This design comes from an exercise in tuning for small area on the open sky130 flow, not from production work. The RTL was checked by simulation tests, not by an equivalence proof against the original design. Power is estimated from default activity; no workload was simulated.

===== flow/design.v =====
module apb_completer_mem #(
    parameter int ADDR_W = 60,
    parameter int DATA_W = 32,
    parameter int IDX_W  = 4,
    parameter int WAIT_W = 4,
    parameter int CNT_W  = 16
) (
    input  logic                pclk,
    input  logic                preset,
    input  logic                psel,
    input  logic                penable,
    input  logic                pwrite,
    input  logic [ADDR_W-1:0]   paddr,
    input  logic [DATA_W-1:0]   pwdata,
    input  logic [DATA_W/8-1:0] pstrb,
    input  logic [WAIT_W-1:0]   wait_cfg,
    output logic                pready,
    output logic [DATA_W-1:0]   prdata,
    output logic                pslverr,
    output logic [CNT_W-1:0]    wr_cnt,
    output logic [CNT_W-1:0]    rd_cnt,
    output logic [CNT_W-1:0]    err_cnt
);
    localparam int STRB_W    = DATA_W / 8;
    localparam int MEM_DEPTH = 2 ** IDX_W;
    logic                               done_q, wait_q;
    logic [WAIT_W-1:0]                  cnt_q;
    logic                               err_q, rdok_q;
    logic [IDX_W-1:0]                   rot_q;
    logic [MEM_DEPTH-1:0]               sel_q;     
    logic [MEM_DEPTH-1:0]               vld_q;     
    logic [MEM_DEPTH-1:0][DATA_W-1:0]   slot_q;
    logic                               pend_q;
    logic [MEM_DEPTH-1:0]               psel_q;    
    logic [STRB_W-1:0]                  bstrb_q;
    logic [DATA_W-1:0]                  bwd_q;
    logic [CNT_W-1:0]                   wr_cnt_q, rd_cnt_q, err_cnt_q;
    logic idle, setup, last, a_err, commit, wr_commit, rd_en;
    logic done_d, wait_d;
    logic [IDX_W-1:0] npos;
    logic [STRB_W-1:0] wstrb;
    logic [DATA_W-1:0] wdata_m, wd;
    assign idle   = !wait_q && !done_q;
    assign setup  = idle && psel && !penable;
    assign last   = (cnt_q == WAIT_W'(1));
    assign a_err  = (paddr[1:0] != 2'b00) || (paddr[ADDR_W-1:IDX_W+2] != '0);
    assign done_d = setup ? (wait_cfg == '0) : (wait_q && psel && last);
    assign wait_d = setup ? (wait_cfg != '0) : (wait_q && psel && !last);
    assign commit    = done_q && psel;
    assign wr_commit = commit && !err_q && !rdok_q;
    assign rd_en     = done_q && rdok_q;
    always_comb begin
        for (int b = 0; b < STRB_W; b++) begin
            wdata_m[8*b +: 8] = pwdata[8*b +: 8] & {8{pstrb[b]}};
        end
    end
    assign npos = paddr[IDX_W+1:2] + rot_q + 1'b1;
    always_ff @(posedge pclk or posedge preset) begin
        if (preset) begin
            done_q <= 1'b0;
            wait_q <= 1'b0;
            rot_q  <= '0;
            pend_q <= 1'b0;
        end else begin
            done_q <= done_d;
            wait_q <= wait_d;
            rot_q  <= rot_q + 1'b1;
            pend_q <= wr_commit && |(sel_q & {(MEM_DEPTH/2){2'b01}});
        end
    end
    always_ff @(posedge pclk) begin
        cnt_q   <= wait_q ? cnt_q - 1'b1 : wait_cfg;
        err_q   <= a_err;
        rdok_q  <= !pwrite && !a_err;
        for (int s = 0; s < MEM_DEPTH; s++) begin
            sel_q[s]  <= (npos == IDX_W'(s));
            psel_q[s] <= sel_q[(s + MEM_DEPTH - 1) % MEM_DEPTH];
        end
        bstrb_q <= pstrb;
        bwd_q   <= wdata_m;
    end
    assign wstrb = pend_q ? bstrb_q : pstrb;
    assign wd    = pend_q ? bwd_q : wdata_m;
    for (genvar s = 0; s < MEM_DEPTH; s++) begin : g_slot
        localparam int P = (s + MEM_DEPTH - 1) % MEM_DEPTH;
        if (s % 2 == 0) begin : g_wr
            logic we;
            assign we = (wr_commit && sel_q[P]) || (pend_q && psel_q[P]);
            always_ff @(posedge pclk or posedge preset) begin
                if (preset) vld_q[s] <= 1'b0;
                else        vld_q[s] <= vld_q[P] || we;
            end
            for (genvar b = 0; b < STRB_W; b++) begin : g_byte
                always_ff @(posedge pclk) begin
                    if (we && (wstrb[b] || !vld_q[P]))
                        slot_q[s][8*b +: 8] <= wd[8*b +: 8];
                    else
                        slot_q[s][8*b +: 8] <= slot_q[P][8*b +: 8];
                end
            end
        end else begin : g_sh
            always_ff @(posedge pclk or posedge preset) begin
                if (preset) vld_q[s] <= 1'b0;
                else        vld_q[s] <= vld_q[P];
            end
            always_ff @(posedge pclk) slot_q[s] <= slot_q[P];
        end
    end
    always_ff @(posedge pclk or posedge preset) begin
        if (preset) begin
            wr_cnt_q  <= '0;
            rd_cnt_q  <= '0;
            err_cnt_q <= '0;
        end else if (commit) begin
            if (err_q) begin
                if (err_cnt_q != '1) err_cnt_q <= err_cnt_q + 1'b1;
            end else if (rdok_q) begin
                if (rd_cnt_q != '1) rd_cnt_q <= rd_cnt_q + 1'b1;
            end else begin
                if (wr_cnt_q != '1) wr_cnt_q <= wr_cnt_q + 1'b1;
            end
        end
    end
    always_comb begin
        prdata = '0;
        for (int s = 0; s < MEM_DEPTH; s++) begin
            if (rd_en && sel_q[s] && vld_q[s])
                prdata = prdata | slot_q[s];
        end
    end
    assign pready  = done_q;
    assign pslverr = done_q && err_q;
    assign wr_cnt  = wr_cnt_q;
    assign rd_cnt  = rd_cnt_q;
    assign err_cnt = err_cnt_q;
endmodule

===== flow/flow/run.sh =====
#!/bin/bash
# Standard synthesis, then the standard ORFS layout with: combinational cells
# swapped to their smallest size and remapped for area by OpenROAD's
# restructure before floorplan (resizing then upsizes only where
# needed), port buffers of the smallest buffer, and a clock tree of small
# clock buffers with larger sink clusters.
set -uo pipefail
W=$(pwd)
bash standard.sh synth > "$W/synth.log" 2>&1 || { tail -50 "$W/synth.log"; exit 1; }
export PRE_FLOORPLAN_TCL="$W/flow/restructure.tcl"
# Library for restructure's ABC run, without the platform's don't-use cells.
DU=$(make -s -C "$FLOW_HOME" DESIGN_CONFIG="$W/config.mk" print-DONT_USE_CELLS 2>/dev/null | sed 's/^DONT_USE_CELLS: //')
LIB=$(make -s -C "$FLOW_HOME" DESIGN_CONFIG="$W/config.mk" print-LIB_FILES 2>/dev/null | sed 's/^LIB_FILES: //' | awk '{print $1}')
python3 "$W/flow/filter_lib.py" "$LIB" "$W/rmp.lib" "$DU" > "$W/filter_lib.log" 2>&1 || exit 1
if grep -q "lpflow_inputiso" "$W/rmp.lib"; then echo "don't-use cells left in rmp.lib"; exit 1; fi
export RMP_LIB="$W/rmp.lib"
export BUFFER_PORTS_ARGS="-buffer_cell sky130_fd_sc_hd__buf_1"
export CTS_ARGS="-sink_clustering_enable -repair_clock_nets -dont_use_dummy_load -buf_list {sky130_fd_sc_hd__clkbuf_8} -sink_clustering_size 24 -sink_clustering_max_diameter 40"
bash standard.sh finish > "$W/layout.log" 2>&1 || { tail -50 "$W/layout.log"; exit 1; }

===== flow/flow/downsize.tcl =====
# Swap every combinational standard cell to the smallest cell of its family
# (same function and pins, e.g. mux2_4 -> mux2_1). Registers are left alone.
# repair_design / repair_timing later upsize or buffer where timing needs it.
set db [ord::get_db]
set dont [expr {[info exists ::env(DONT_USE_CELLS)] ? $::env(DONT_USE_CELLS) : {}}]
set fams [dict create]
foreach lib [$db getLibs] {
  foreach m [$lib getMasters] {
    set n [$m getName]
    if {![regexp {^(sky130_fd_sc_hd__[a-z0-9]+)_([0-9]+)$} $n -> base drv]} { continue }
    if {[string match "*lpflow*" $n]} { continue }
    set a [expr {[$m getWidth] * [$m getHeight]}]
    dict lappend fams $base [list $a $drv $m]
  }
}
set nswap 0
foreach inst [[ord::get_db_block] getInsts] {
  set m [$inst getMaster]
  set n [$m getName]
  if {![regexp {^(sky130_fd_sc_hd__[a-z0-9]+)_([0-9]+)$} $n -> base drv]} { continue }
  if {[regexp {__(df|edf|sdf|sedf|dl|tap|fill|decap|conb|probe)} $n]} { continue }
  if {![dict exists $fams $base]} { continue }
  set best ""
  set ba 0
  set bd 0
  foreach e [dict get $fams $base] {
    lassign $e a d mm
    if {[lsearch -exact $dont [$mm getName]] >= 0} { continue }
    if {$best eq "" || $a < $ba || ($a == $ba && $d > $bd)} {
      set best $mm; set ba $a; set bd $d
    }
  }
  if {$best ne "" && [$best getName] ne $n} {
    $inst swapMaster $best
    incr nswap
  }
}
puts "downsize: swapped $nswap instances"

===== flow/flow/filter_lib.py =====
#!/usr/bin/env python3
"""Copy a liberty file without the cells named on the command line (the
platform's don't-use list), so ABC inside restructure cannot pick them."""
import re
import sys

src, dst, drop = sys.argv[1], sys.argv[2], set(sys.argv[3].split())
text = open(src).read()
out = []
pos = 0
for m in re.finditer(r'\n\s*cell\s*\(\s*"?([\w]+)"?\s*\)\s*\{', text):
    if m.start() < pos:
        continue
    if m.group(1) not in drop:
        continue
    # find the matching closing brace of this cell group
    depth = 0
    i = m.end() - 1
    while True:
        c = text[i]
        if c == '{':
            depth += 1
        elif c == '}':
            depth -= 1
            if depth == 0:
                break
        i += 1
    out.append(text[pos:m.start()])
    pos = i + 1
out.append(text[pos:])
open(dst, 'w').write(''.join(out))

===== flow/flow/restructure.tcl =====
# Before floorplan: shrink every combinational cell to its smallest size,
# let OpenROAD's ABC-based restructure remap the combinational logic for
# area, then shrink again. Registers are not touched. Later repair_design /
# repair_timing upsize or buffer wherever timing or slew needs it.
source [file join [file dirname [info script]] downsize.tcl]
set rmp_dir [file join [pwd] rmp_work]
file mkdir $rmp_dir
# The platform's library without its don't-use cells (see run.sh).
set lib $::env(RMP_LIB)
restructure -target area -liberty_file $lib \
  -tielo_port sky130_fd_sc_hd__conb_1/LO -tiehi_port sky130_fd_sc_hd__conb_1/HI \
  -work_dir $rmp_dir -abc_logfile [file join $rmp_dir abc.log]
source [file join [file dirname [info script]] downsize.tcl]

===== flow/standard.sh =====
#!/bin/bash
# synth_recipe.tcl (not shown) runs the flow's synth.tcl, then flattens the netlist and writes it again
# the make line also repeats each setting of config.mk as NAME=value (left out here)
make -C /OpenROAD-flow-scripts/flow DESIGN_CONFIG=/design/flow/config.mk WORK_HOME=/design/flow/orfs CLKGATE_MAP_FILE= SYNTH_SCRIPT=/design/flow/synth_recipe.tcl "${@:-finish}"

===== flow/config.mk =====
export PLATFORM = sky130hd
export DESIGN_NAME = apb_completer_mem
export DESIGN_NICKNAME = apb_completer_mem
export VERILOG_FILES = /design/flow/design.v
export SDC_FILE = /design/flow/constraint.sdc
export NUM_CORES = 4
export LEC_CHECK = 0
export CAP_MARGIN = 20
export CORE_MARGIN = 2
export CORE_UTILIZATION = 55
export SLEW_MARGIN = 20

===== flow/constraint.sdc =====
create_clock -name core_clock -period 5.0 [get_ports {pclk}]
set_input_delay 1.0000 -clock core_clock [delete_from_list [all_inputs] [get_ports {pclk}]]
set_output_delay 1.0000 -clock core_clock [all_outputs]
set_load 0.01 [all_outputs]

==> results.py, run 1 <==
metrics = {
    "status": {
        "run_status": "aborted with a tool error",
        "last_stage_reached": "floorplan",
        "stop_err": "Error: floorplan.tcl, 5 can't create directory \"/OpenROAD-flow-scripts/flow/rmp_work\": read-only file system",
    },
    "synth": {
        "yosys_warnings": 1,
    },
}
==> inputs of run 2 (changes only) <==
--- a/flow/flow/run.sh
+++ b/flow/flow/run.sh
@@ -15,4 +15,5 @@
 if grep -q "lpflow_inputiso" "$W/rmp.lib"; then echo "don't-use cells left in rmp.lib"; exit 1; fi
 export RMP_LIB="$W/rmp.lib"
+export RMP_DIR="$W/rmp_work"
 export BUFFER_PORTS_ARGS="-buffer_cell sky130_fd_sc_hd__buf_1"
 export CTS_ARGS="-sink_clustering_enable -repair_clock_nets -dont_use_dummy_load -buf_list {sky130_fd_sc_hd__clkbuf_8} -sink_clustering_size 24 -sink_clustering_max_diameter 40"
--- a/flow/flow/restructure.tcl
+++ b/flow/flow/restructure.tcl
@@ -4,5 +4,5 @@
 # repair_timing upsize or buffer wherever timing or slew needs it.
 source [file join [file dirname [info script]] downsize.tcl]
-set rmp_dir [file join [pwd] rmp_work]
+set rmp_dir $::env(RMP_DIR)
 file mkdir $rmp_dir
 # The platform's library without its don't-use cells (see run.sh).
==> run 2 against run 1 <==
Net effect:
- the flow again stops in floorplan
==> results.py, run 2 <==
metrics = {
    "status": {
        "run_status": "aborted with a tool error",
        "last_stage_reached": "floorplan",
        "stop_err": "[ERROR EST-0104] inconsistent parasitics state",
    },
    "synth": {
        "yosys_warnings": 1,
        "synth_area_um2": 20500,
        "syn-instance-count": 1684,
        "synthesis.area_per_instance_um2": 12.2,
    },
    "floorplanning": {
        "number_of_rows_in_the_core_area": 70,
        "initial_standard_cell_utilization_of_the_core": 0.560,
        "chipHeight_um": 197,
        "die_width_um": 197,
    },
}
==> inputs of run 3 (changes only) <==
--- a/flow/flow/run.sh
+++ b/flow/flow/run.sh
@@ -8,5 +8,4 @@
 W=$(pwd)
 bash standard.sh synth > "$W/synth.log" 2>&1 || { tail -50 "$W/synth.log"; exit 1; }
-export PRE_FLOORPLAN_TCL="$W/flow/restructure.tcl"
 # Library for restructure's ABC run, without the platform's don't-use cells.
 DU=$(make -s -C "$FLOW_HOME" DESIGN_CONFIG="$W/config.mk" print-DONT_USE_CELLS 2>/dev/null | sed 's/^DONT_USE_CELLS: //')
@@ -16,4 +15,7 @@
 export RMP_LIB="$W/rmp.lib"
 export RMP_DIR="$W/rmp_work"
+export FULL_LIB="$LIB"
+export RESULTS="$W/orfs/results/sky130hd/apb_completer_mem/base"
+DONT_USE_CELLS="$DU" openroad -no_init -exit "$W/flow/restructure_step.tcl" > "$W/restructure.log" 2>&1 || { tail -50 "$W/restructure.log"; exit 1; }
 export BUFFER_PORTS_ARGS="-buffer_cell sky130_fd_sc_hd__buf_1"
 export CTS_ARGS="-sink_clustering_enable -repair_clock_nets -dont_use_dummy_load -buf_list {sky130_fd_sc_hd__clkbuf_8} -sink_clustering_size 24 -sink_clustering_max_diameter 40"
==> flow/flow/restructure_step.tcl (new file) <==
# Run between synthesis and floorplan on the synthesized database: shrink
# every combinational cell to its smallest size, let OpenROAD's ABC-based
# restructure remap the combinational logic for area, then shrink again.
# Registers are not touched. The floorplan, placement and CTS steps then
# upsize or buffer wherever timing, slew or capacitance needs it.
set results $::env(RESULTS)
read_liberty $::env(FULL_LIB)
read_db $results/1_synth.odb
read_sdc $results/1_synth.sdc
source [file join [file dirname [info script]] downsize.tcl]
file mkdir $::env(RMP_DIR)
restructure -target area -liberty_file $::env(RMP_LIB) \
  -tielo_port sky130_fd_sc_hd__conb_1/LO -tiehi_port sky130_fd_sc_hd__conb_1/HI \
  -work_dir $::env(RMP_DIR) -abc_logfile [file join $::env(RMP_DIR) abc.log]
source [file join [file dirname [info script]] downsize.tcl]
write_db $results/1_synth.odb
removed: flow/flow/restructure.tcl
==> run 3 against run 2 <==
Net effect:
- the run now finishes clean
- synthesized area is the same
- synthesized cell count is the same
==> results.py, run 3 <==
metrics = {
    "status": {
        "run_status": "finished clean",
    },
    "route": {
        "drt_drc_violations_left": 0,
        "detail_route.iter0.violations": 1694,
        "detail_route.vias_per_cell": 6.64,
        "vias": 16300,
        "drt.antenna.violating_nets": 0,
        "routed_wirelength_mm": 65.4,
        "drt_pass1_iterations": 6,
        "wire_per_inst_um": 26.7,
    },
    "placed_design": {
        "gpl.final_weighted_congestion": 0.849,
        "place_hpwl_mm": 40.3,
        "numPortBuffers": 186,
    },
    "worst_setup_path": {
        "timing.critical_path.fanout_max": 23,
        "reg2reg_depth": 6,
        "critical_path.most_common_cell": "sky130_fd_sc_hd__buf_4",
        "critical-path-slowest-cell": "sky130_fd_sc_hd__nor2_4",
        "timing.critical_path.to_type": "output port",
        "critPathLaunchType": "flip-flop",
        "timing.critical_path.cells": "nand2_1 > buf_4 > nor2_4 > buf_4 > a22o_1 > a221oi_1 > nand4_1 > buf_1",
        "critical_path_at_ns": 3.33,
        "critical_path_required_ns": 4.00,
        "timing_worst_setup_path_type": "flip-flop to output port",
        "critical-path-max-stage-delay_ns": 0.93,
    },
    "cts": {
        "post_cts_resize_count": 0,
        "worst_setup_hold_path_clk_slew_ns": 0.12,
        "clk_root_buffer_cell": "sky130_fd_sc_hd__clkbuf_8",
        "hold_fix_buffers_at_cts": 0,
        "cts.repair_timing.setup_buffer_count": 0,
        "worst_skew_pair.late_latency_ns": 0.68,
        "clock_tree.buffer_depth": 3,
        "clock_sinks": 649,
        "cts-htree-levels": 3,
        "number_of_cts_inserted_buffers": 74,
        "tritoncts_clock_tree": "yes",
    },
    "hold_path": {
        "whs_path_depth": 0,
        "holdCritPathClass": "flip-flop to flip-flop",
    },
    "floorplanning": {
        "initial_standard_cell_utilization_of_the_core": 0.560,
        "die_width_um": 197,
        "number_of_rows_in_the_core_area": 70,
        "design.die.area_um2": 38900,
        "placeableCoreArea_um2": 36700,
        "chipHeight_um": 197,
        "i_o_pin_cnt": 187,
    },
    "cells_and_area": {
        "most-common-layout-cells": "sky130_fd_sc_hd__dfxtp_1, sky130_fd_sc_hd__o22a_1, sky130_fd_sc_hd__buf_1",
        "biggestRegsByFlops": "slot_q x512, bwd_q x32",
        "final_net_count": 2093,
        "layout.cells.most_common": "sky130_fd_sc_hd__dfxtp_1",
        "flow.area_growth_from_synthesis_pct": 13.4,
        "largest_register": "slot_q",
        "antenna_cells_inserted": 0,
        "largest_reg_flops": 512,
        "post_route_cells_drive_above_1_share": 0.0735,
        "layout.area.seq_um2": 13300,
        "multi_input_area_um2": 6980,
        "fill_cells": 3001,
    },
    "power_and_ir_drop": {
        "peakVddDrop_uv": 254,
        "pwr_density_cell_nw_per_um2": 364,
        "power_leakage_nw": 8.62,
    },
    "synth": {
        "synth.net_count": 1789,
        "synth_area_um2": 20500,
        "yosys_warnings": 1,
        "synthesis.area_per_instance_um2": 12.2,
        "syn-instance-count": 1684,
    },
    "global_routing": {
        "global_route_wire_length_before_repair_mm": 97.0,
        "grt_start_max_net_pins": 45,
        "vias_in_the_first_global_route": 16100,
        "total_overflow_reported_by_the_global_router": 0,
        "globalRouteTotalUtil": 0.333,
        "number_of_antenna_violations_at_the_first_check_in_global_routing": 0,
    },
    "timing": {
        "final_worst_path_period_share": 0.865,
        "setup_viol": 0,
        "hold_viol": 0,
        "drv_slew": 0,
        "grt_setup_unrepaired": "false",
        "final.hold.worst_slack_ns": 0.293,
        "fin_skew_ns": 0.100,
        "max_slew.worst_pin.slew_ns": 1.20,
        "post-route-min-period_ns": 4.33,
        "max_clock_freq_ghz": 0.231,
        "setup_tns_ns": 0,
        "worst_max_slew_margin_expressed_relative_to_the_limit": 0.193,
    },
    "run": {
        "max_cap_violations": 0,
    },
}
## run 3: metrics by stage
stage	worst slack (ns)	std cells	cell area [µm²]	utilization	power [mW]
floorplan	0.890	1684	20500	-	5.49
global placement	1.27	2379	22300	0.607	5.59
detailed placement	1.32	2380	22300	0.607	5.59
CTS	0.727	2454	23300	0.635	8.54
global route	0.554	2454	23300	0.635	8.76
finish	0.674	2454	23300	0.635	8.48
## run 3: final timing paths
check / end / slack [ns] / from
worst min register to register: slot_q[186]$_DFF_P_ / 0.29 / slot_q[154]$_DFF_P_
worst max-delay path: prdata[12] / 0.67 / rdok_q$_DFF_P_
max in group asynchronous: wr_cnt_q[15]$_DFFE_PP0P_ / 3.47 / preset
min in group asynchronous: err_cnt_q[8]$_DFFE_PP0P_ / 0.55 / preset
worst min-delay path: slot_q[186]$_DFF_P_ / 0.29 / slot_q[154]$_DFF_P_
worst max register to register: slot_q[449]$_DFF_P_ / 1.39 / pend_q$_DFF_PP0_
## run 3: critical path: cells and delay by family, from the launching register on
kind	cells	cell delay, ns
DFF	1	0.40
AOI/OAI and AO/OA	2	0.21
buffers and inverters	3	0.83
and+or+nand+nor	3	1.22
## run 3: metal layers
| layer | track usage | share of wire | routed length (µm) | vias up |
|---|---|---|---|---|
| met4 | 0.131 | 0.034 | 2200 | 0 |
| met2 | 0.520 | 0.44 | 29000 | 1001 |
| met1 | 0.451 | 0.42 | 27400 | 7973 |
| met5 | 0 | 0 | 0 | - |
| met3 | 0.0770 | 0.10 | 6830 | 181 |
| li1 | - | - | - | 7135 |
## run 3: final cells by class
type / count / share of cell area
clock buffer: 74 / 0.0437
inverter: 84 / 0.0135
multi-input combinational: 951 / 0.300
sequential: 649 / 0.573
tap: 468 / 0.0251
timing repair buffer: 228 / 0.0447
## run 3: power breakdown
| group | switching, mW | total, mW | leakage [nW] | internal [mW] |
|---|---|---|---|---|
| logic | 0.136 | 0.216 | 2.51 | 0.0800 |
| registers | 0.0354 | 5.26 | 5.58 | 5.22 |
| clock network | 1.69 | 3.01 | 0.532 | 1.31 |
| total | 1.87 | 8.48 | 8.62 | 6.62 |
==> inputs of run 4 (changes only) <==
--- a/flow/design.v
+++ b/flow/design.v
@@ -34,11 +34,10 @@
     logic [MEM_DEPTH-1:0]               psel_q;    
     logic [STRB_W-1:0]                  bstrb_q;
-    logic [DATA_W-1:0]                  bwd_q;
+    logic [DATA_W-1:0]                  bwd_q;     
     logic [CNT_W-1:0]                   wr_cnt_q, rd_cnt_q, err_cnt_q;
     logic idle, setup, last, a_err, commit, wr_commit, rd_en;
     logic done_d, wait_d;
     logic [IDX_W-1:0] npos;
-    logic [STRB_W-1:0] wstrb;
-    logic [DATA_W-1:0] wdata_m, wd;
+    logic [DATA_W-1:0] wdata_m;
     assign idle   = !wait_q && !done_q;
     assign setup  = idle && psel && !penable;
@@ -80,6 +79,4 @@
         bwd_q   <= wdata_m;
     end
-    assign wstrb = pend_q ? bstrb_q : pstrb;
-    assign wd    = pend_q ? bwd_q : wdata_m;
     for (genvar s = 0; s < MEM_DEPTH; s++) begin : g_slot
         localparam int P = (s + MEM_DEPTH - 1) % MEM_DEPTH;
@@ -93,6 +90,6 @@
             for (genvar b = 0; b < STRB_W; b++) begin : g_byte
                 always_ff @(posedge pclk) begin
-                    if (we && (wstrb[b] || !vld_q[P]))
-                        slot_q[s][8*b +: 8] <= wd[8*b +: 8];
+                    if (we && (bstrb_q[b] || !vld_q[P]))
+                        slot_q[s][8*b +: 8] <= bwd_q[8*b +: 8];
                     else
                         slot_q[s][8*b +: 8] <= slot_q[P][8*b +: 8];
--- a/flow/flow/run.sh
+++ b/flow/flow/run.sh
@@ -19,4 +19,4 @@
 DONT_USE_CELLS="$DU" openroad -no_init -exit "$W/flow/restructure_step.tcl" > "$W/restructure.log" 2>&1 || { tail -50 "$W/restructure.log"; exit 1; }
 export BUFFER_PORTS_ARGS="-buffer_cell sky130_fd_sc_hd__buf_1"
-export CTS_ARGS="-sink_clustering_enable -repair_clock_nets -dont_use_dummy_load -buf_list {sky130_fd_sc_hd__clkbuf_8} -sink_clustering_size 24 -sink_clustering_max_diameter 40"
+export CTS_ARGS="-sink_clustering_enable -repair_clock_nets -dont_use_dummy_load -buf_list {sky130_fd_sc_hd__clkbuf_8} -sink_clustering_size 20 -sink_clustering_max_diameter 45"
 bash standard.sh finish > "$W/layout.log" 2>&1 || { tail -50 "$W/layout.log"; exit 1; }
--- a/flow/config.mk
+++ b/flow/config.mk
@@ -6,6 +6,6 @@
 export NUM_CORES = 4
 export LEC_CHECK = 0
-export CAP_MARGIN = 20
+export CAP_MARGIN = 10
 export CORE_MARGIN = 2
-export CORE_UTILIZATION = 55
-export SLEW_MARGIN = 20
+export CORE_UTILIZATION = 65
+export SLEW_MARGIN = 10
==> run 4 against run 3 <==
Net effect:
- synthesized area fell by 0.64%
- flip-flop and latch count did not move
- cell area fell by 2.3%
- die area fell by 16%
- maximum frequency fell by 8.2%
- final cell count rose by 2.6%
- sequential power barely moved
- hold slack improved by 0.018 ns
- critical path depth rose by 4
- clock power fell by about 20%
==> results.py, run 4 <==
metrics = {
    "synth": {
        "syn-instance-count": 1838,
        "synth_area_um2": 20400,
        "synthesis.area_per_instance_um2": 11.1,
        "synth.net_count": 1943,
        "yosys_warnings": 1,
    },
    "route": {
        "drt_pass1_iterations": 6,
        "drt.antenna.violating_nets": 0,
        "vias": 16300,
        "detail_route.vias_per_cell": 6.46,
        "routed_wirelength_mm": 58.6,
        "wire_per_inst_um": 23.2,
        "drt_drc_violations_left": 0,
        "detail_route.iter0.violations": 2182,
    },
    "placed_design": {
        "gpl.final_weighted_congestion": 0.885,
        "place_hpwl_mm": 38.2,
        "place_area_um2": 22100,
        "numPortBuffers": 186,
    },
    "cells_and_area": {
        "most-common-layout-cells": "sky130_fd_sc_hd__dfxtp_1, sky130_fd_sc_hd__clkinv_1, sky130_fd_sc_hd__o22ai_1",
        "biggestRegsByFlops": "slot_q x512, bwd_q x32",
        "largest_reg_flops": 512,
        "layout.cells.most_common": "sky130_fd_sc_hd__dfxtp_1",
        "largest_register": "slot_q",
        "post_route_cells_drive_above_1_share": 0.0612,
        "final_net_count": 2230,
        "flow.area_growth_from_synthesis_pct": 11.5,
        "antenna_cells_inserted": 0,
        "finalInstanceArea_um2": 22800,
    },
    "cts": {
        "worst_skew_pair.late_latency_ns": 0.62,
        "clock_sinks": 649,
        "cts-htree-levels": 2,
        "hold_fix_buffers_at_cts": 0,
        "number_of_cts_inserted_buffers": 49,
        "worst_setup_hold_path_clk_slew_ns": 0.11,
        "post_cts_resize_count": 0,
        "clock_tree.buffer_depth": 3,
        "clk_root_buffer_cell": "sky130_fd_sc_hd__clkbuf_8",
        "cts.repair_timing.setup_buffer_count": 0,
        "tritoncts_clock_tree": "yes",
    },
    "worst_setup_path": {
        "cp_top_family": "buffers and inverters",
        "critical_path_at_ns": 3.71,
        "timing.critical_path.cells": "nand2_1 > buf_4 > nor3_2 > clkinv_1 > buf_4 > o22ai_1 > a221oi_1 > o21ai_1 > a221oi_1 > a21boi_1 > nand4_1 > buf_1",
        "regToRegEndpoint": "slot_q[89]$_DFF_P_",
        "crit_cells": 12,
        "timing.critical_path.fanout_max": 9,
        "reg2reg_depth": 8,
        "critical_path_required_ns": 4.00,
        "critPathLaunchType": "flip-flop",
        "endpoint": "prdata[28]",
        "reg2reg_slack_ns": 1.84,
        "timing_worst_setup_path_type": "flip-flop to output port",
        "cp_num_buf_inv": 4,
        "setup.worst_path.start": "done_q$_DFF_PP0_",
        "critical_path.reg2reg.startpoint": "done_q$_DFF_PP0_",
        "timing.critical_path.to_type": "output port",
        "critical-path-max-stage-delay_ns": 0.47,
        "critical-path-slowest-cell": "sky130_fd_sc_hd__dfrtp_1",
    },
    "hold_path": {
        "holdCritPathClass": "flip-flop to flip-flop",
    },
    "timing": {
        "post-route-min-period_ns": 4.71,
        "max_clock_freq_ghz": 0.212,
        "max_slew.worst_pin.slew_ns": 1.33,
        "grt_setup_unrepaired": "false",
        "worst_max_slew_margin_expressed_relative_to_the_limit": 0.109,
        "fin_skew_ns": 0.0625,
        "setup_viol": 0,
        "drv_slew": 0,
        "final_worst_path_period_share": 0.943,
        "setup_tns_ns": 0,
        "hold_viol": 0,
    },
    "power_and_ir_drop": {
        "power_leakage_nw": 8.45,
        "pwr_density_cell_nw_per_um2": 345,
        "peakVddDrop_uv": 242,
    },
    "floorplanning": {
        "number_of_rows_in_the_core_area": 64,
        "chipHeight_um": 181,
        "placeableCoreArea_um2": 30700,
        "initial_standard_cell_utilization_of_the_core": 0.664,
        "die_width_um": 181,
        "design.die.area_um2": 32800,
        "i_o_pin_cnt": 187,
    },
    "global_routing": {
        "vias_in_the_first_global_route": 15900,
        "grt_start_max_net_pins": 47,
        "total_overflow_reported_by_the_global_router": 0,
        "global_route_wire_length_before_repair_mm": 90.0,
        "globalRouteTotalUtil": 0.354,
        "number_of_antenna_violations_at_the_first_check_in_global_routing": 0,
    },
    "status": {
        "run_status": "finished clean",
    },
    "run": {
        "max_cap_violations": 0,
    },
}
run 4: power breakdown:
part / switching, mW / internal [mW]
Sequential: 0.0405 / 5.22
Clock: 1.52 / 0.879
Combinational: 0.116 / 0.0739
Total: 1.68 / 6.18
run 4: layout make-up:
class | count | area [µm²]
clock buffer | 49 | 674
multi-input combinational | 902 | 6080
fill | 2237 | 7990
tap | 396 | 495
timing repair buffer | 236 | 1090
sequential | 649 | 13300
inverter | 287 | 1080
run 4: layer usage:
| layer | global-route usage | vias up | share of wire |
|---|---|---|---|
| li1 | - | 7385 | - |
| met1 | 0.491 | 7627 | 0.40 |
| met2 | 0.551 | 1069 | 0.45 |
| met3 | 0.0653 | 190 | 0.11 |
| met4 | 0.144 | 0 | 0.040 |
| met5 | 0 | - | 0 |
run 4: worst min-delay path by stage:
| stage | depth (start not counted) | from | to |
|---|---|---|---|
| 3_5_place_dp | 0 | slot_q[320]$_DFF_P_ | slot_q[352]$_DFF_P_ |
| 6_report | 0 | slot_q[343]$_DFF_P_ | slot_q[375]$_DFF_P_ |
| 3_3_place_gp | 0 | slot_q[402]$_DFF_P_ | slot_q[434]$_DFF_P_ |
| 4_1_cts | 0 | slot_q[394]$_DFF_P_ | slot_q[426]$_DFF_P_ |
| 5_1_grt | 0 | slot_q[394]$_DFF_P_ | slot_q[426]$_DFF_P_ |
| 2_1_floorplan | 0 | slot_q[68]$_DFF_P_ | slot_q[100]$_DFF_P_ |
run 4: stage by stage:
step	utilization	std cells	worst slack (ns)	hold slack (ns)	total power, mW
2_1_floorplan	-	1838	0.594	0.330	5.49
5_1_grt	0.740	2519	0.110	0.310	8.09
3_5_place_dp	0.718	2470	1.01	0.336	5.57
4_1_cts	0.740	2519	0.373	0.310	7.87
6_report	0.740	2519	0.286	0.311	7.85
3_3_place_gp	0.718	2470	1.14	0.330	5.56
==> inputs of run 5 (changes only) <==
--- a/flow/config.mk
+++ b/flow/config.mk
@@ -6,6 +6,6 @@
 export NUM_CORES = 4
 export LEC_CHECK = 0
-export CAP_MARGIN = 10
+export CAP_MARGIN = 20
 export CORE_MARGIN = 2
-export CORE_UTILIZATION = 65
-export SLEW_MARGIN = 10
+export CORE_UTILIZATION = 55
+export SLEW_MARGIN = 20
==> run 5 against run 4 <==
Net effect:
- flip-flop and latch count is the same
- die area grew 18%
- maximum frequency grew 1.6%
- hold slack gained 0.0028 ns
- cell area grew 1.1%
- worst setup slack gained 0.073 ns
- utilization shrank 11 points
- largest cell class unchanged
- synthesized area is the same
- critical path type unchanged
- routed wire length grew 3.8%
- still clean on timing, DRC and antenna
- clock-buffer cell count grew 4
- sequential power is essentially flat
==> results.py, run 5 <==
metrics = {
    "worst_setup_path": {
        "timing.critical_path.fanout_max": 11,
        "critical_path_at_ns": 3.64,
        "cp_num_buf_inv": 3,
        "cp_top_family": "buffers and inverters",
        "critical_path_required_ns": 4.00,
        "timing_worst_setup_path_type": "flip-flop to output port",
        "critical-path-slowest-cell": "sky130_fd_sc_hd__clkinv_1",
        "critical_path.most_common_cell": "sky130_fd_sc_hd__a221oi_1",
        "timing.critical_path.to_type": "output port",
        "critical-path-max-stage-delay_ns": 0.55,
        "critPathLaunchType": "flip-flop",
        "timing.critical_path.cells": "nand2_1 > buf_4 > nor3_2 > clkinv_1 > o22ai_1 > a221oi_1 > o21ai_1 > a221oi_1 > a21boi_1 > nand4_1 > buf_1",
    },
    "cells_and_area": {
        "most-common-layout-cells": "sky130_fd_sc_hd__dfxtp_1, sky130_fd_sc_hd__clkinv_1, sky130_fd_sc_hd__o22ai_1",
        "antenna_cells_inserted": 0,
        "largest_register": "slot_q",
        "multi_input_area_um2": 6080,
        "post_route_cells_drive_above_1_share": 0.0705,
        "biggestRegsByFlops": "slot_q x512, bwd_q x32",
        "final_net_count": 2249,
        "largest_reg_flops": 512,
        "layout.cells.most_common": "sky130_fd_sc_hd__dfxtp_1",
        "layout.area.seq_um2": 13300,
        "fill_cells": 3145,
        "finish.cell_count_without_fillers": 2610,
        "flow.area_growth_from_synthesis_pct": 12.8,
    },
    "global_routing": {
        "grt_util_met3": 0.0573,
        "globalRouteTotalUtil": 0.314,
        "vias_in_the_first_global_route": 15800,
        "total_overflow_reported_by_the_global_router": 0,
        "number_of_antenna_violations_at_the_first_check_in_global_routing": 0,
        "busiest_layer": "met2",
        "global_route_wire_length_before_repair_mm": 92.2,
        "grt.met1_usage": 0.436,
        "grt_start_max_net_pins": 46,
        "grt.met2_usage": 0.496,
    },
    "route": {
        "detail_route.iter0.violations": 1546,
        "vias": 16100,
        "drt_drc_violations_left": 0,
        "drt_pass1_iterations": 8,
        "drt.antenna.violating_nets": 0,
        "detail_route.vias_per_cell": 6.16,
        "wire_per_inst_um": 23.3,
        "routed_wirelength_mm": 60.8,
    },
    "timing": {
        "drv_slew": 0,
        "setup_tns_ns": 0,
        "max_slew.worst_pin.slew_ns": 1.13,
        "grt_setup_unrepaired": "false",
        "fin_skew_ns": 0.0404,
        "final_worst_path_period_share": 0.928,
        "hold_viol": 0,
        "post-route-min-period_ns": 4.64,
        "max_clock_freq_ghz": 0.216,
        "final.hold.worst_slack_ns": 0.314,
        "worst_max_slew_margin_expressed_relative_to_the_limit": 0.243,
        "setup_viol": 0,
    },
    "floorplanning": {
        "die_width_um": 197,
        "initial_standard_cell_utilization_of_the_core": 0.557,
        "placeableCoreArea_um2": 36600,
        "design.die.area_um2": 38700,
        "i_o_pin_cnt": 187,
        "chipHeight_um": 197,
        "number_of_rows_in_the_core_area": 70,
    },
    "synth": {
        "yosys_warnings": 1,
        "synth_area_um2": 20400,
        "synth.net_count": 1943,
        "synthesis.area_per_instance_um2": 11.1,
        "syn-instance-count": 1838,
    },
    "cts": {
        "clock_tree.buffer_depth": 3,
        "clock_sinks": 649,
        "hold_fix_buffers_at_cts": 0,
        "post_cts_resize_count": 0,
        "cts-htree-levels": 2,
        "tritoncts_clock_tree": "yes",
        "worst_setup_hold_path_clk_slew_ns": 0.12,
        "number_of_cts_inserted_buffers": 53,
        "clk_root_buffer_cell": "sky130_fd_sc_hd__clkbuf_8",
        "worst_skew_pair.late_latency_ns": 0.67,
        "cts.repair_timing.setup_buffer_count": 0,
    },
    "placed_design": {
        "place_hpwl_mm": 39.3,
        "numPortBuffers": 186,
        "gpl.final_weighted_congestion": 0.888,
        "total_instance_count_after_detailed_placement": 2557,
    },
    "run": {
        "max_cap_violations": 0,
    },
    "hold_path": {
        "holdCritPathClass": "flip-flop to flip-flop",
    },
    "power_and_ir_drop": {
        "peakVddDrop_uv": 236,
        "power_leakage_nw": 8.54,
        "fin_total_pwr_mw": 7.99,
        "pwr_density_cell_nw_per_um2": 347,
    },
    "status": {
        "run_status": "finished clean",
    },
}
-- run 5: report_power, final --
group	switching (mW)	leakage (nW)	internal, mW	total, mW
Combinational	0.116	2.54	0.0739	0.190
Clock	1.59	0.381	0.945	2.53
Sequential	0.0439	5.62	5.22	5.27
Total	1.75	8.54	6.24	7.99
-- run 5: per-stage QoR --
step            util  area, µm²  setup WS (ns)
2_1_floorplan      -      20400          0.594
3_3_place_gp   0.608      22300           1.15
3_5_place_dp   0.608      22300           1.08
4_1_cts        0.628      23000          0.348
5_1_grt        0.629      23000          0.177
6_report       0.629      23000          0.360
-- run 5: metal layers --
layer,share of wire,wire (µm),vias up
li1,-,-,7428
met1,0.43,26000,7721
met2,0.45,27100,772
met3,0.093,5650,160
met4,0.033,1990,0
met5,0,0,-
-- run 5: path summary, 6_finish.rpt --
kind / startpoint / end / cells past startpoint / slack, ns
max: done_q$_DFF_PP0_ / prdata[12] / 11 / 0.36
min: slot_q[473]$_DFF_P_ / slot_q[505]$_DFF_P_ / 0 / 0.31
max reg2reg: done_q$_DFF_PP0_ / slot_q[19]$_DFF_P_ / 8 / 2.01
min reg2reg: slot_q[473]$_DFF_P_ / slot_q[505]$_DFF_P_ / 0 / 0.31
max in group asynchronous: preset / rot_q[2]$_DFF_PP0_ / 3 / 3.51
min in group asynchronous: preset / err_cnt_q[12]$_DFFE_PP0P_ / 2 / 0.53
-- run 5: cell type report --
cell class,count,area share
clock buffer,53,0.0317
inverter,287,0.0468
multi-input combinational,902,0.264
sequential,649,0.580
tap,468,0.0254
timing repair buffer,251,0.0515
==> inputs of run 6 (changes only) <==
--- a/flow/design.v
+++ b/flow/design.v
@@ -32,5 +32,4 @@
     logic [MEM_DEPTH-1:0][DATA_W-1:0]   slot_q;
     logic                               pend_q;
-    logic [MEM_DEPTH-1:0]               psel_q;    
     logic [STRB_W-1:0]                  bstrb_q;
     logic [DATA_W-1:0]                  bwd_q;     
@@ -74,5 +73,4 @@
         for (int s = 0; s < MEM_DEPTH; s++) begin
             sel_q[s]  <= (npos == IDX_W'(s));
-            psel_q[s] <= sel_q[(s + MEM_DEPTH - 1) % MEM_DEPTH];
         end
         bstrb_q <= pstrb;
@@ -83,5 +81,5 @@
         if (s % 2 == 0) begin : g_wr
             logic we;
-            assign we = (wr_commit && sel_q[P]) || (pend_q && psel_q[P]);
+            assign we = (wr_commit || pend_q) && sel_q[P];
             always_ff @(posedge pclk or posedge preset) begin
                 if (preset) vld_q[s] <= 1'b0;
--- a/flow/config.mk
+++ b/flow/config.mk
@@ -6,6 +6,6 @@
 export NUM_CORES = 4
 export LEC_CHECK = 0
-export CAP_MARGIN = 20
+export CAP_MARGIN = 5
 export CORE_MARGIN = 2
-export CORE_UTILIZATION = 55
-export SLEW_MARGIN = 20
+export CORE_UTILIZATION = 75
+export SLEW_MARGIN = 5
==> run 6 against run 5 <==
Net effect:
- hold slack improved by 0.013 ns
- synthesized cell count is 2.3% lower
- register-to-register slack about the same
- via count is 1.9% higher
- highest routed layer unchanged
- largest power group unchanged
- critical path type unchanged
- clock power shrank 8.3%
==> results.py, run 6 <==
metrics = {
    "status": {
        "run_status": "finished clean",
    },
    "cells_and_area": {
        "largest_register": "slot_q",
        "antenna_cells_inserted": 0,
        "largest_reg_flops": 512,
        "final_net_count": 2190,
        "post_route_cells_drive_above_1_share": 0.0600,
        "fill_cells": 1525,
        "most-common-layout-cells": "sky130_fd_sc_hd__dfxtp_1, sky130_fd_sc_hd__clkinv_1, sky130_fd_sc_hd__o22ai_1",
        "biggestRegsByFlops": "slot_q x512, bwd_q x32",
        "layout.cells.most_common": "sky130_fd_sc_hd__dfxtp_1",
        "flow.area_growth_from_synthesis_pct": 11.3,
    },
    "global_routing": {
        "grt_start_max_net_pins": 47,
        "vias_in_the_first_global_route": 16300,
        "number_of_antenna_violations_at_the_first_check_in_global_routing": 1,
        "total_overflow_reported_by_the_global_router": 0,
        "global_route_wire_length_before_repair_mm": 88.4,
        "globalRouteTotalUtil": 0.402,
    },
    "timing": {
        "drv_slew": 0,
        "setup_slack_ns": 0.617,
        "hold_viol": 0,
        "worst_max_slew_margin_expressed_relative_to_the_limit": 0.222,
        "post-route-min-period_ns": 4.38,
        "fin_skew_ns": 0.0575,
        "max_clock_freq_ghz": 0.228,
        "final_worst_path_period_share": 0.877,
        "max_slew.worst_pin.slew_ns": 1.16,
        "grt_setup_unrepaired": "false",
        "setup_tns_ns": 0,
        "setup_viol": 0,
    },
    "worst_setup_path": {
        "timing.critical_path.to_type": "output port",
        "endpoint": "prdata[13]",
        "critical-path-slowest-cell": "sky130_fd_sc_hd__or4_1",
        "timing.critical_path.fanout_max": 22,
        "critical_path_at_ns": 3.38,
        "critical_path_required_ns": 4.00,
        "reg2reg_slack_ns": 2.01,
        "regToRegEndpoint": "slot_q[330]$_DFF_P_",
        "timing_worst_setup_path_type": "flip-flop to output port",
        "critPathLaunchType": "flip-flop",
        "setup.worst_path.start": "done_q$_DFF_PP0_",
        "critical-path-max-stage-delay_ns": 0.45,
        "critical_path.most_common_cell": "sky130_fd_sc_hd__buf_4",
        "reg2reg_depth": 9,
        "critical_path.reg2reg.startpoint": "done_q$_DFF_PP0_",
        "timing.critical_path.cells": "nand2_1 > buf_4 > nor2_4 > buf_4 > a222oi_1 > o2111ai_1 > or4_1 > buf_1",
    },
    "synth": {
        "synth_area_um2": 20200,
        "synth.net_count": 1900,
        "synthesis.area_per_instance_um2": 11.2,
        "yosys_warnings": 1,
        "syn-instance-count": 1795,
    },
    "floorplanning": {
        "number_of_rows_in_the_core_area": 60,
        "i_o_pin_cnt": 187,
        "chipHeight_um": 168,
        "die_width_um": 168,
        "design.die.area_um2": 28300,
        "initial_standard_cell_utilization_of_the_core": 0.756,
        "placeableCoreArea_um2": 26700,
    },
    "power_and_ir_drop": {
        "internal_power_mw": 6.08,
        "power_frac_seq": 0.676,
        "power.share.combinational": 0.025,
        "p_sw_mw": 1.67,
        "peakVddDrop_uv": 227,
        "pwr_density_cell_nw_per_um2": 345,
        "swShare": 0.215,
        "clockPowerShare": 0.300,
        "fin_total_pwr_mw": 7.75,
        "power_leakage_nw": 8.33,
    },
    "cts": {
        "clock_tree.buffer_depth": 3,
        "post_cts_resize_count": 0,
        "clk_root_buffer_cell": "sky130_fd_sc_hd__clkbuf_8",
        "clock_sinks": 641,
        "hold_fix_buffers_at_cts": 0,
        "cts-htree-levels": 2,
        "number_of_cts_inserted_buffers": 46,
        "worst_setup_hold_path_clk_slew_ns": 0.11,
        "tritoncts_clock_tree": "yes",
        "worst_skew_pair.late_latency_ns": 0.61,
        "cts.repair_timing.setup_buffer_count": 0,
    },
    "route": {
        "routed_wirelength_mm": 57.4,
        "detail_route.iter0.violations": 2211,
        "drt_pass1_iterations": 12,
        "wire_per_inst_um": 23.7,
        "detail_route.vias_per_cell": 6.76,
        "drt_drc_violations_left": 0,
        "vias": 16400,
        "drt.antenna.violating_nets": 0,
    },
    "placed_design": {
        "numPortBuffers": 186,
        "place_hpwl_mm": 37.8,
        "dp_worst_setup_slack_ns": 1.30,
        "gpl.final_weighted_congestion": 0.951,
    },
    "run": {
        "max_cap_violations": 0,
    },
    "hold_path": {
        "holdCritPathClass": "flip-flop to flip-flop",
    },
}
-- run 6: worst min-delay path by stage --
stage                                      to                 from  depth (start not counted)
final                     slot_q[297]$_DFF_P_  slot_q[265]$_DFF_P_                          0
after global routing      slot_q[165]$_DFF_P_  slot_q[133]$_DFF_P_                          0
after CTS                 slot_q[297]$_DFF_P_  slot_q[265]$_DFF_P_                          0
after detailed placement  slot_q[317]$_DFF_P_  slot_q[285]$_DFF_P_                          0
after global placement    slot_q[444]$_DFF_P_  slot_q[412]$_DFF_P_                          0
after floorplan           slot_q[161]$_DFF_P_  slot_q[129]$_DFF_P_                          0
-- run 6: critical path: cells and delay by family, from the launching register on --
| family | cells | cell delay (ns) |
|---|---|---|
| buffers and inverters | 3 | 0.80 |
| AO/OA/AOI/OAI | 2 | 0.57 |
| flip-flops | 1 | 0.43 |
| AND/OR/NAND/NOR | 3 | 1.00 |
-- run 6: power groups by stage --
stage	clock network (mW)	logic [mW]	registers, mW
floorplan	0	0.105	5.34
global placement	0	0.184	5.35
detailed placement	0	0.191	5.35
CTS	2.31	0.192	5.24
global route	2.50	0.214	5.25
finish	2.32	0.192	5.24
-- run 6: area by class of cell --
| cell class | instances | area (µm²) | area share |
|---|---|---|---|
| Inverter | 265 | 995 | 0.0443 |
| Multi-Input combinational cell | 889 | 6100 | 0.272 |
| Tap cell | 341 | 427 | 0.0190 |
| Sequential cell | 641 | 13200 | 0.587 |
| Timing Repair Buffer | 242 | 1120 | 0.0498 |
| Clock buffer | 46 | 633 | 0.0282 |
-- run 6: routing by layer --
metal	wire [µm]	share of wire	track usage	up-vias
li1	-	-	-	7284
met1	22000	0.38	0.523	7624
met2	26000	0.45	0.652	1206
met3	6490	0.11	0.0830	271
met4	2950	0.051	0.192	0
met5	0	0	0	-
-- run 6: metrics by stage --
step / utilization / hold WS [ns] / area [µm²] / cells
finish: 0.841 / 0.327 / 22500 / 2424
global route: 0.841 / 0.324 / 22500 / 2424
CTS: 0.841 / 0.326 / 22500 / 2424
detailed placement: 0.817 / 0.336 / 21800 / 2378
global placement: 0.817 / 0.332 / 21800 / 2378
floorplan: - / 0.330 / 20200 / 1795
==> inputs of run 7 (changes only) <==
--- a/flow/config.mk
+++ b/flow/config.mk
@@ -6,6 +6,6 @@
 export NUM_CORES = 4
 export LEC_CHECK = 0
-export CAP_MARGIN = 5
+export CAP_MARGIN = 10
 export CORE_MARGIN = 2
-export CORE_UTILIZATION = 75
-export SLEW_MARGIN = 5
+export CORE_UTILIZATION = 65
+export SLEW_MARGIN = 10
==> run 7 against run 6 <==
Net effect:
- still clean on timing, DRC and antenna
- clock skew shrank 0.0075 ns
- die area grew 15%
- routed wire length up 2.7%
- flip-flop and latch count is the same
- final cell count increased by 2.8%
- register-to-register slack improved by 0.32 ns
- sequential power barely moved
- first-iteration DRC count down 5.8%
- via count decreased by 1.4%
- worst setup slack hardly changed
- power increased by 0.90%
- critical path type unchanged
- critical endpoint is now prdata[2]
- highest routed layer unchanged
==> results.py, run 7 <==
metrics = {
    "timing": {
        "post-route-min-period_ns": 4.38,
        "drv_slew": 0,
        "setup_tns_ns": 0,
        "worst_max_slew_margin_expressed_relative_to_the_limit": 0.321,
        "max_slew.worst_pin.slew_ns": 1.02,
        "final_worst_path_period_share": 0.877,
        "fin_skew_ns": 0.0500,
        "hold_viol": 0,
        "grt_setup_unrepaired": "false",
        "max_clock_freq_ghz": 0.228,
        "setup_viol": 0,
    },
    "run": {
        "max_cap_violations": 0,
    },
    "worst_setup_path": {
        "critical_path.reg2reg.startpoint": "done_q$_DFF_PP0_",
        "timing.critical_path.to_type": "output port",
        "timing.critical_path.fanout_max": 11,
        "cp_num_buf_inv": 3,
        "cp_top_family": "compound AO/OA/AOI/OAI gates",
        "reg2reg_slack_ns": 2.33,
        "critPathLaunchType": "flip-flop",
        "reg2reg_depth": 11,
        "critical_path.most_common_cell": "sky130_fd_sc_hd__a221oi_1",
        "setup.worst_path.start": "done_q$_DFF_PP0_",
        "crit_cells": 11,
        "timing.critical_path.cells": "nand2_1 > buf_4 > nor3_2 > clkinv_1 > o22ai_1 > a221oi_1 > o21ai_1 > a221oi_1 > a21boi_1 > nand4_1 > buf_1",
        "regToRegEndpoint": "wr_cnt_q[12]$_DFFE_PP0P_",
        "critical_path_at_ns": 3.38,
        "critical-path-max-stage-delay_ns": 0.45,
        "critical_path_required_ns": 4.00,
        "timing_worst_setup_path_type": "flip-flop to output port",
        "critical-path-slowest-cell": "sky130_fd_sc_hd__nand2_1",
    },
    "cts": {
        "number_of_cts_inserted_buffers": 49,
        "worst_skew_pair.late_latency_ns": 0.62,
        "cts.repair_timing.setup_buffer_count": 0,
        "hold_fix_buffers_at_cts": 0,
        "clk_root_buffer_cell": "sky130_fd_sc_hd__clkbuf_8",
        "worst_setup_hold_path_clk_slew_ns": 0.11,
        "clock_tree.buffer_depth": 3,
        "clock_sinks": 641,
        "tritoncts_clock_tree": "yes",
        "post_cts_resize_count": 0,
        "cts-htree-levels": 2,
    },
    "floorplanning": {
        "i_o_pin_cnt": 187,
        "initial_standard_cell_utilization_of_the_core": 0.660,
        "die_width_um": 180,
        "design.die.area_um2": 32500,
        "placeableCoreArea_um2": 30600,
        "chipHeight_um": 180,
        "number_of_rows_in_the_core_area": 64,
    },
    "cells_and_area": {
        "most-common-layout-cells": "sky130_fd_sc_hd__dfxtp_1, sky130_fd_sc_hd__clkinv_1, sky130_fd_sc_hd__o22ai_1",
        "finish.cell_count_without_fillers": 2491,
        "final_net_count": 2202,
        "post_route_cells_drive_above_1_share": 0.0654,
        "largest_register": "slot_q",
        "utilization": 0.741,
        "largest_reg_flops": 512,
        "biggestRegsByFlops": "slot_q x512, bwd_q x32",
        "layout.cells.most_common": "sky130_fd_sc_hd__dfxtp_1",
        "fill_cells": 2186,
        "antenna_cells_inserted": 0,
        "flow.area_growth_from_synthesis_pct": 12.3,
    },
    "power_and_ir_drop": {
        "pwr_density_cell_nw_per_um2": 345,
        "fin_total_pwr_mw": 7.82,
        "peakVddDrop_uv": 231,
        "power_leakage_nw": 8.40,
    },
    "synth": {
        "syn-instance-count": 1795,
        "synth.net_count": 1900,
        "yosys_warnings": 1,
        "synthesis.area_per_instance_um2": 11.2,
        "synth_area_um2": 20200,
    },
    "hold_path": {
        "whs_path_depth": 0,
        "worstHoldStart": "slot_q[458]$_DFF_P_",
        "holdCritPathClass": "flip-flop to flip-flop",
        "min_to": "slot_q[490]$_DFF_P_",
    },
    "placed_design": {
        "gpl.final_weighted_congestion": 0.948,
        "place_hpwl_mm": 38.4,
        "numPortBuffers": 186,
        "total_instance_count_after_detailed_placement": 2442,
    },
    "global_routing": {
        "vias_in_the_first_global_route": 15700,
        "globalRouteTotalUtil": 0.355,
        "total_overflow_reported_by_the_global_router": 0,
        "global_route_wire_length_before_repair_mm": 89.7,
        "grt_start_max_net_pins": 49,
        "number_of_antenna_violations_at_the_first_check_in_global_routing": 0,
    },
    "route": {
        "drt_drc_violations_left": 0,
        "drt_pass1_iterations": 6,
        "wire_per_inst_um": 23.7,
        "detail_route.vias_per_cell": 6.49,
        "detail_route.iter0.violations": 2083,
        "routed_wirelength_mm": 59.0,
        "vias": 16200,
        "drt.antenna.violating_nets": 0,
    },
    "status": {
        "run_status": "finished clean",
    },
}
run 7: area by class of cell:
cell class / instances / area (µm²) / area share
sequential: 641 / 13200 / 0.582
multi-input combinational: 889 / 6100 / 0.269
timing repair buffer: 251 / 1210 / 0.0534
inverter: 265 / 995 / 0.0439
clock buffer: 49 / 674 / 0.0298
tap: 396 / 495 / 0.0219
run 7: worst max path at each step:
stage	end	slack, ns
global route	prdata[2]	0.42
detailed placement	prdata[13]	1.29
finish	prdata[2]	0.62
floorplan	prdata[3]	0.69
CTS	prdata[2]	0.63
global placement	prdata[13]	1.33
run 7: metal layers:
metal	GRT usage	vias up	part of all wire
li1	-	7294	-
met1	0.489	7698	0.40
met2	0.559	993	0.45
met3	0.0653	176	0.11
met4	0.137	0	0.041
met5	0	-	0
run 7: report_power, final:
group / internal (mW) / switching (mW)
combinational: 0.0689 / 0.127
clock: 0.878 / 1.51
sequential: 5.19 / 0.0500
run 7: through the flow:
stage	area, µm²	setup WS (ns)	hold WS (ns)
after floorplan	20200	0.687	0.330
after global placement	22000	1.33	0.332
after detailed placement	22000	1.29	0.336
after CTS	22700	0.634	0.304
after global routing	22700	0.423	0.312
final	22700	0.617	0.304
==> inputs of run 8 (changes only) <==
--- a/flow/design.v
+++ b/flow/design.v
@@ -24,4 +24,5 @@
     localparam int STRB_W    = DATA_W / 8;
     localparam int MEM_DEPTH = 2 ** IDX_W;
+    localparam logic [MEM_DEPTH-1:0] INV_R = {(MEM_DEPTH/4){4'b1100}};
     logic                               done_q, wait_q;
     logic [WAIT_W-1:0]                  cnt_q;
@@ -79,4 +80,5 @@
     for (genvar s = 0; s < MEM_DEPTH; s++) begin : g_slot
         localparam int P = (s + MEM_DEPTH - 1) % MEM_DEPTH;
+        localparam bit INV = (s / 2) % 2;
         if (s % 2 == 0) begin : g_wr
             logic we;
@@ -89,7 +91,7 @@
                 always_ff @(posedge pclk) begin
                     if (we && (bstrb_q[b] || !vld_q[P]))
-                        slot_q[s][8*b +: 8] <= bwd_q[8*b +: 8];
+                        slot_q[s][8*b +: 8] <= bwd_q[8*b +: 8] ^ {8{INV}};
                     else
-                        slot_q[s][8*b +: 8] <= slot_q[P][8*b +: 8];
+                        slot_q[s][8*b +: 8] <= ~slot_q[P][8*b +: 8];
                 end
             end
@@ -121,5 +123,5 @@
         for (int s = 0; s < MEM_DEPTH; s++) begin
             if (rd_en && sel_q[s] && vld_q[s])
-                prdata = prdata | slot_q[s];
+                prdata = prdata | (slot_q[s] ^ {DATA_W{INV_R[s]}});
         end
     end
--- a/flow/config.mk
+++ b/flow/config.mk
@@ -6,6 +6,7 @@
 export NUM_CORES = 4
 export LEC_CHECK = 0
-export CAP_MARGIN = 10
+export CAP_MARGIN = 5
 export CORE_MARGIN = 2
-export CORE_UTILIZATION = 65
-export SLEW_MARGIN = 10
+export CORE_UTILIZATION = 75
+export GPL_TIMING_DRIVEN = 0
+export SLEW_MARGIN = 5
==> run 8 against run 7 <==
Net effect:
- global-route usage increased by 6.7 points
- sequential share of layout area rose by 1.4 points
- register-to-register slack worse by 1.9 ns
- clock-buffer cell count fell by 4
- via count up 2.7%
- clock skew down 0.0043 ns
- power is 1.2% lower
- first-iteration DRC count up 26%
- critical path depth decreased by 2
- clock power down 4%
- largest cell class unchanged
==> results.py, run 8 <==
metrics = {
    "route": {
        "vias": 16600,
        "detail_route.vias_per_cell": 7.22,
        "routed_wirelength_mm": 60.1,
        "drt_pass1_iterations": 10,
        "drt.antenna.violating_nets": 0,
        "drt_drc_violations_left": 0,
        "detail_route.iter0.violations": 2632,
        "wire_per_inst_um": 26.2,
    },
    "floorplanning": {
        "initial_standard_cell_utilization_of_the_core": 0.761,
        "chipHeight_um": 166,
        "i_o_pin_cnt": 187,
        "design.die.area_um2": 27700,
        "number_of_rows_in_the_core_area": 59,
        "placeableCoreArea_um2": 26000,
        "die_width_um": 166,
    },
    "timing": {
        "drv_slew": 0,
        "max_clock_freq_ghz": 0.203,
        "setup_viol": 0,
        "setup_slack_ns": 0.0789,
        "fin_skew_ns": 0.0457,
        "grt_setup_unrepaired": "false",
        "final.hold.worst_slack_ns": 0.317,
        "worst_max_slew_margin_expressed_relative_to_the_limit": 0.182,
        "final_worst_path_period_share": 0.984,
        "hold_viol": 0,
        "max_slew.worst_pin.slew_ns": 1.22,
        "post-route-min-period_ns": 4.92,
    },
    "worst_setup_path": {
        "cp_top_family": "buffers and inverters",
        "timing_worst_setup_path_type": "flip-flop to output port",
        "critical_path.most_common_cell": "sky130_fd_sc_hd__buf_4",
        "reg2reg_slack_ns": 0.46,
        "setup.worst_path.start": "done_q$_DFF_PP0_",
        "timing.critical_path.cells": "clkinv_1 > nor4b_2 > buf_4 > buf_4 > buf_4 > nand2_1 > o211ai_1 > or4_1 > buf_1",
        "critical_path_required_ns": 4.00,
        "timing.critical_path.to_type": "output port",
        "cp_num_buf_inv": 5,
        "critPathLaunchType": "flip-flop",
        "critical-path-slowest-cell": "sky130_fd_sc_hd__nor4b_2",
        "timing.critical_path.fanout_max": 16,
        "critical-path-max-stage-delay_ns": 0.95,
        "critical_path.reg2reg.startpoint": "done_q$_DFF_PP0_",
        "critical_path_at_ns": 3.92,
    },
    "placed_design": {
        "total_instance_count_after_detailed_placement": 2252,
        "numPortBuffers": 186,
        "place_hpwl_mm": 39.4,
        "dp_worst_setup_slack_ns": 0.707,
        "gpl.final_weighted_congestion": 0.936,
    },
    "global_routing": {
        "global_route_wire_length_before_repair_mm": 91.3,
        "number_of_antenna_violations_at_the_first_check_in_global_routing": 1,
        "globalRouteTotalUtil": 0.422,
        "grt_start_max_net_pins": 46,
        "vias_in_the_first_global_route": 16600,
        "total_overflow_reported_by_the_global_router": 0,
    },
    "cts": {
        "post_cts_resize_count": 0,
        "number_of_cts_inserted_buffers": 45,
        "worst_setup_hold_path_clk_slew_ns": 0.11,
        "cts-htree-levels": 2,
        "tritoncts_clock_tree": "yes",
        "cts.repair_timing.setup_buffer_count": 0,
        "worst_skew_pair.late_latency_ns": 0.62,
        "clk_root_buffer_cell": "sky130_fd_sc_hd__clkbuf_8",
        "hold_fix_buffers_at_cts": 0,
        "clock_sinks": 641,
        "clock_tree.buffer_depth": 3,
    },
    "synth": {
        "synth_area_um2": 19800,
        "yosys_warnings": 1,
        "syn-instance-count": 1688,
        "synthesis.area_per_instance_um2": 11.7,
        "synth.net_count": 1793,
    },
    "power_and_ir_drop": {
        "power_leakage_nw": 8.75,
        "pwr_density_cell_nw_per_um2": 349,
        "fin_total_pwr_mw": 7.73,
        "peakVddDrop_uv": 275,
    },
    "cells_and_area": {
        "final_net_count": 2069,
        "multi_input_area_um2": 6170,
        "largest_reg_flops": 512,
        "post_route_cells_drive_above_1_share": 0.0525,
        "layout.area.seq_um2": 13200,
        "most-common-layout-cells": "sky130_fd_sc_hd__dfxtp_1, sky130_fd_sc_hd__a22oi_1, sky130_fd_sc_hd__buf_1",
        "fill_cells": 1365,
        "largest_register": "slot_q",
        "layout.cells.most_common": "sky130_fd_sc_hd__dfxtp_1",
        "finish.cell_count_without_fillers": 2298,
        "flow.area_growth_from_synthesis_pct": 11.9,
        "biggestRegsByFlops": "slot_q x512, bwd_q x32",
    },
    "hold_path": {
        "worstHoldStart": "slot_q[479]$_DFF_P_",
        "holdCritPathClass": "flip-flop to flip-flop",
    },
    "status": {
        "run_status": "finished clean",
    },
    "run": {
        "max_cap_violations": 0,
    },
}
[run 8: final timing paths]
| path | to | depth (start not counted) |
|---|---|---|
| setup reg to reg | slot_q[471]$_DFF_P_ | 7 |
| hold reg to reg | slot_q[511]$_DFF_P_ | 0 |
| hold / removal | slot_q[511]$_DFF_P_ | 0 |
| setup / recovery | prdata[23] | 9 |
| max in group asynchronous | vld_q[2]$_DFF_PP0_ | 3 |
| min in group asynchronous | wr_cnt_q[8]$_DFFE_PP0P_ | 2 |
[run 8: layer usage]
layer	GRT usage	vias up	wire, µm
met5	0	-	0
met4	0.213	0	3080
met3	0.0981	300	8080
met2	0.663	1492	27200
met1	0.555	7809	21800
li1	-	6993	-
[run 8: worst reg2reg max path: stages (launching register included)]
cell and delay [ns]:
sky130_fd_sc_hd__dfrtp_1 0.71, sky130_fd_sc_hd__clkinv_1 0.52, sky130_fd_sc_hd__nor4_1 0.96, sky130_fd_sc_hd__nor2_1 0.50
sky130_fd_sc_hd__nor2_1 0.57, sky130_fd_sc_hd__o21ai_1 0.54, sky130_fd_sc_hd__clkinv_1 0.43, sky130_fd_sc_hd__a22oi_1 0.13
[run 8: power breakdown]
group | leakage, nW | internal (mW) | switching (mW)
combinational | 2.87 | 0.0800 | 0.121
sequential | 5.56 | 5.16 | 0.0684
clock | 0.324 | 0.810 | 1.49
total | 8.75 | 6.05 | 1.68
[run 8: final cells by class]
type / count / share of cell area
well taps: 335 / 0.0189
inverters: 125 / 0.0212
clock buffers: 45 / 0.0280
multi-input cells: 922 / 0.279
flip-flops and latches: 641 / 0.596
diodes: 1 / 0.000113
repair buffers: 229 / 0.0574
[run 8: per-stage QoR]
| step | instance area [µm²] | util | TNS (ns) |
|---|---|---|---|
| 2_1_floorplan | 19800 | - | -0.739 |
| 3_3_place_gp | 20900 | 0.805 | -165.70 |
| 3_5_place_dp | 21500 | 0.828 | 0 |
| 4_1_cts | 22100 | 0.852 | 0 |
| 5_1_grt | 22100 | 0.852 | 0 |
| 6_report | 22100 | 0.852 | 0 |
==> inputs of run 9 (changes only) <==
--- a/flow/config.mk
+++ b/flow/config.mk
@@ -9,4 +9,3 @@
 export CORE_MARGIN = 2
 export CORE_UTILIZATION = 75
-export GPL_TIMING_DRIVEN = 0
 export SLEW_MARGIN = 5
==> run 9 against run 8 <==
Net effect:
- sequential share of layout area grew 0.49 points
- critical path depth shrank 1
- critical endpoint is now prdata[2]
- maximum frequency grew 8.8%
- highest routed layer unchanged
- combinational power shrank 3%
==> results.py, run 9 <==
metrics = {
    "status": {
        "run_status": "finished clean",
    },
    "worst_setup_path": {
        "cp_top_family": "buffers and inverters",
        "crit_cells": 8,
        "critPathLaunchType": "flip-flop",
        "critical-path-max-stage-delay_ns": 0.85,
        "critical_path.reg2reg.startpoint": "done_q$_DFF_PP0_",
        "timing.critical_path.fanout_max": 16,
        "cp_num_buf_inv": 3,
        "timing_worst_setup_path_type": "flip-flop to output port",
    },
    "run": {
        "max_cap_violations": 0,
    },
    "cells_and_area": {
        "layout.area.seq_um2": 13200,
        "most-common-layout-cells": "sky130_fd_sc_hd__dfxtp_1, sky130_fd_sc_hd__a22oi_1, sky130_fd_sc_hd__buf_1",
        "biggestRegsByFlops": "slot_q x512, bwd_q x32",
        "fill_cells": 1457,
        "antenna_cells_inserted": 0,
        "largest_reg_flops": 512,
        "layout.cells.most_common": "sky130_fd_sc_hd__dfxtp_1",
        "flow.area_growth_from_synthesis_pct": 11.0,
    },
    "synth": {
        "synthesis.area_per_instance_um2": 11.7,
        "yosys_warnings": 1,
    },
    "cts": {
        "clock_tree.buffer_depth": 3,
        "cts-htree-levels": 2,
        "worst_setup_hold_path_clk_slew_ns": 0.11,
        "cts.repair_timing.setup_buffer_count": 0,
        "clock_sinks": 641,
    },
    "power_and_ir_drop": {
        "power_leakage_nw": 8.70,
        "pwr_density_cell_nw_per_um2": 353,
    },
    "route": {
        "detail_route.vias_per_cell": 7.08,
        "drt_pass1_iterations": 8,
        "drt_drc_violations_left": 0,
        "vias": 16300,
    },
    "floorplanning": {
        "i_o_pin_cnt": 187,
        "die_width_um": 166,
        "placeableCoreArea_um2": 26000,
        "chipHeight_um": 166,
        "number_of_rows_in_the_core_area": 59,
        "initial_standard_cell_utilization_of_the_core": 0.761,
    },
    "global_routing": {
        "globalRouteTotalUtil": 0.416,
        "global_route_wire_length_before_repair_mm": 89.7,
        "number_of_antenna_violations_at_the_first_check_in_global_routing": 0,
        "grt_start_max_net_pins": 41,
    },
    "hold_path": {
        "worstHoldStart": "slot_q[10]$_DFF_P_",
        "whs_path_depth": 0,
    },
    "timing": {
        "grt_setup_unrepaired": "false",
        "max_slew.worst_pin.slew_ns": 1.20,
        "worst_max_slew_margin_expressed_relative_to_the_limit": 0.193,
        "fin_skew_ns": 0.0598,
    },
    "placed_design": {
        "gpl.final_weighted_congestion": 0.954,
        "numPortBuffers": 186,
    },
}
run 9: worst reg2reg max path, stage by stage, from the launching register on:
cell	delay (ns)
sky130_fd_sc_hd__dfrtp_1	0.59
sky130_fd_sc_hd__clkinv_1	0.33
sky130_fd_sc_hd__nor4_1	0.17
sky130_fd_sc_hd__nor2_1	0.79
sky130_fd_sc_hd__nor2_1	0.29
sky130_fd_sc_hd__o21ai_1	0.73
sky130_fd_sc_hd__clkinv_1	0.75
sky130_fd_sc_hd__a22oi_1	0.35
run 9: through the flow:
stage / setup TNS (ns) / power, mW / cell area (µm²) / cells / worst slack (ns)
after CTS: 0 / 7.73 / 22000 / 2305 / 0.572
after global placement: 0 / 5.53 / 21300 / 2259 / 0.967
after global routing: 0 / 7.95 / 22000 / 2305 / 0.371
after detailed placement: 0 / 5.54 / 21300 / 2259 / 0.929
final: 0 / 7.74 / 22000 / 2305 / 0.476
after floorplan: -0.739 / 5.44 / 19800 / 1688 / -0.0905
run 9: layer usage:
metal	track usage	wire [µm]	vias to the layer above
met5	0	0	-
met2	0.648	26800	1377
met3	0.0996	7670	304
met4	0.233	3320	0
met1	0.541	21800	7662
li1	-	-	6984
run 9: final timing paths:
kind                                                end  slack (ns)
worst min-delay path                 slot_q[42]$_DFF_P_        0.32
worst max register to register      slot_q[339]$_DFF_P_        0.93
max in group asynchronous           vld_q[12]$_DFF_PP0_        3.49
worst max-delay path                          prdata[2]        0.48
min in group asynchronous       rd_cnt_q[0]$_DFFE_PP0P_        0.55
worst min register to register       slot_q[42]$_DFF_P_        0.32
run 9: cell type report:
type,instances,area share
inverter,125,0.0214
tap,335,0.0191
sequential,641,0.600
multi-input combinational,922,0.281
clock buffer,46,0.0288
timing repair buffer,236,0.0494
run 9: report_power, final:
group	internal (mW)	total, mW	switching (mW)
clock	0.827	2.32	1.49
combinational	0.0787	0.195	0.116
sequential	5.16	5.23	0.0699
total	6.07	7.74	1.68

## static timing again, ports no longer ideal
No port has a modelled driver above. Below, the same layouts with a new extraction and two added sets of constraints.
Step 1 assumes that a clkbuf_16 drives the clock port and a buf_2 every other input.
Step 2, shift: input delay + t, output delay - t, t = (earliest + latest rising clock arrival at the registers) / 2. This alone moves slack from input paths to output paths.
Three values: no drivers, after step 1, after step 2; two values: the first two.
run | t, ns | setup slack, ns
run 3 | 0.679 | 0.674 / 0.621 / 1.153
run 4 | 0.639 | 0.286 / 0.235 / 0.874
run 5 | 0.701 | 0.360 / 0.305 / 1.006
run 6 | 0.629 | 0.617 / 0.570 / 1.197
run 7 | 0.642 | 0.617 / 0.569 / 1.211
run 8 | 0.639 | 0.079 / 0.033 / 0.463
run 9 | 0.641 | 0.476 / 0.432 / 0.671
After both steps every run listed still meets setup and hold.
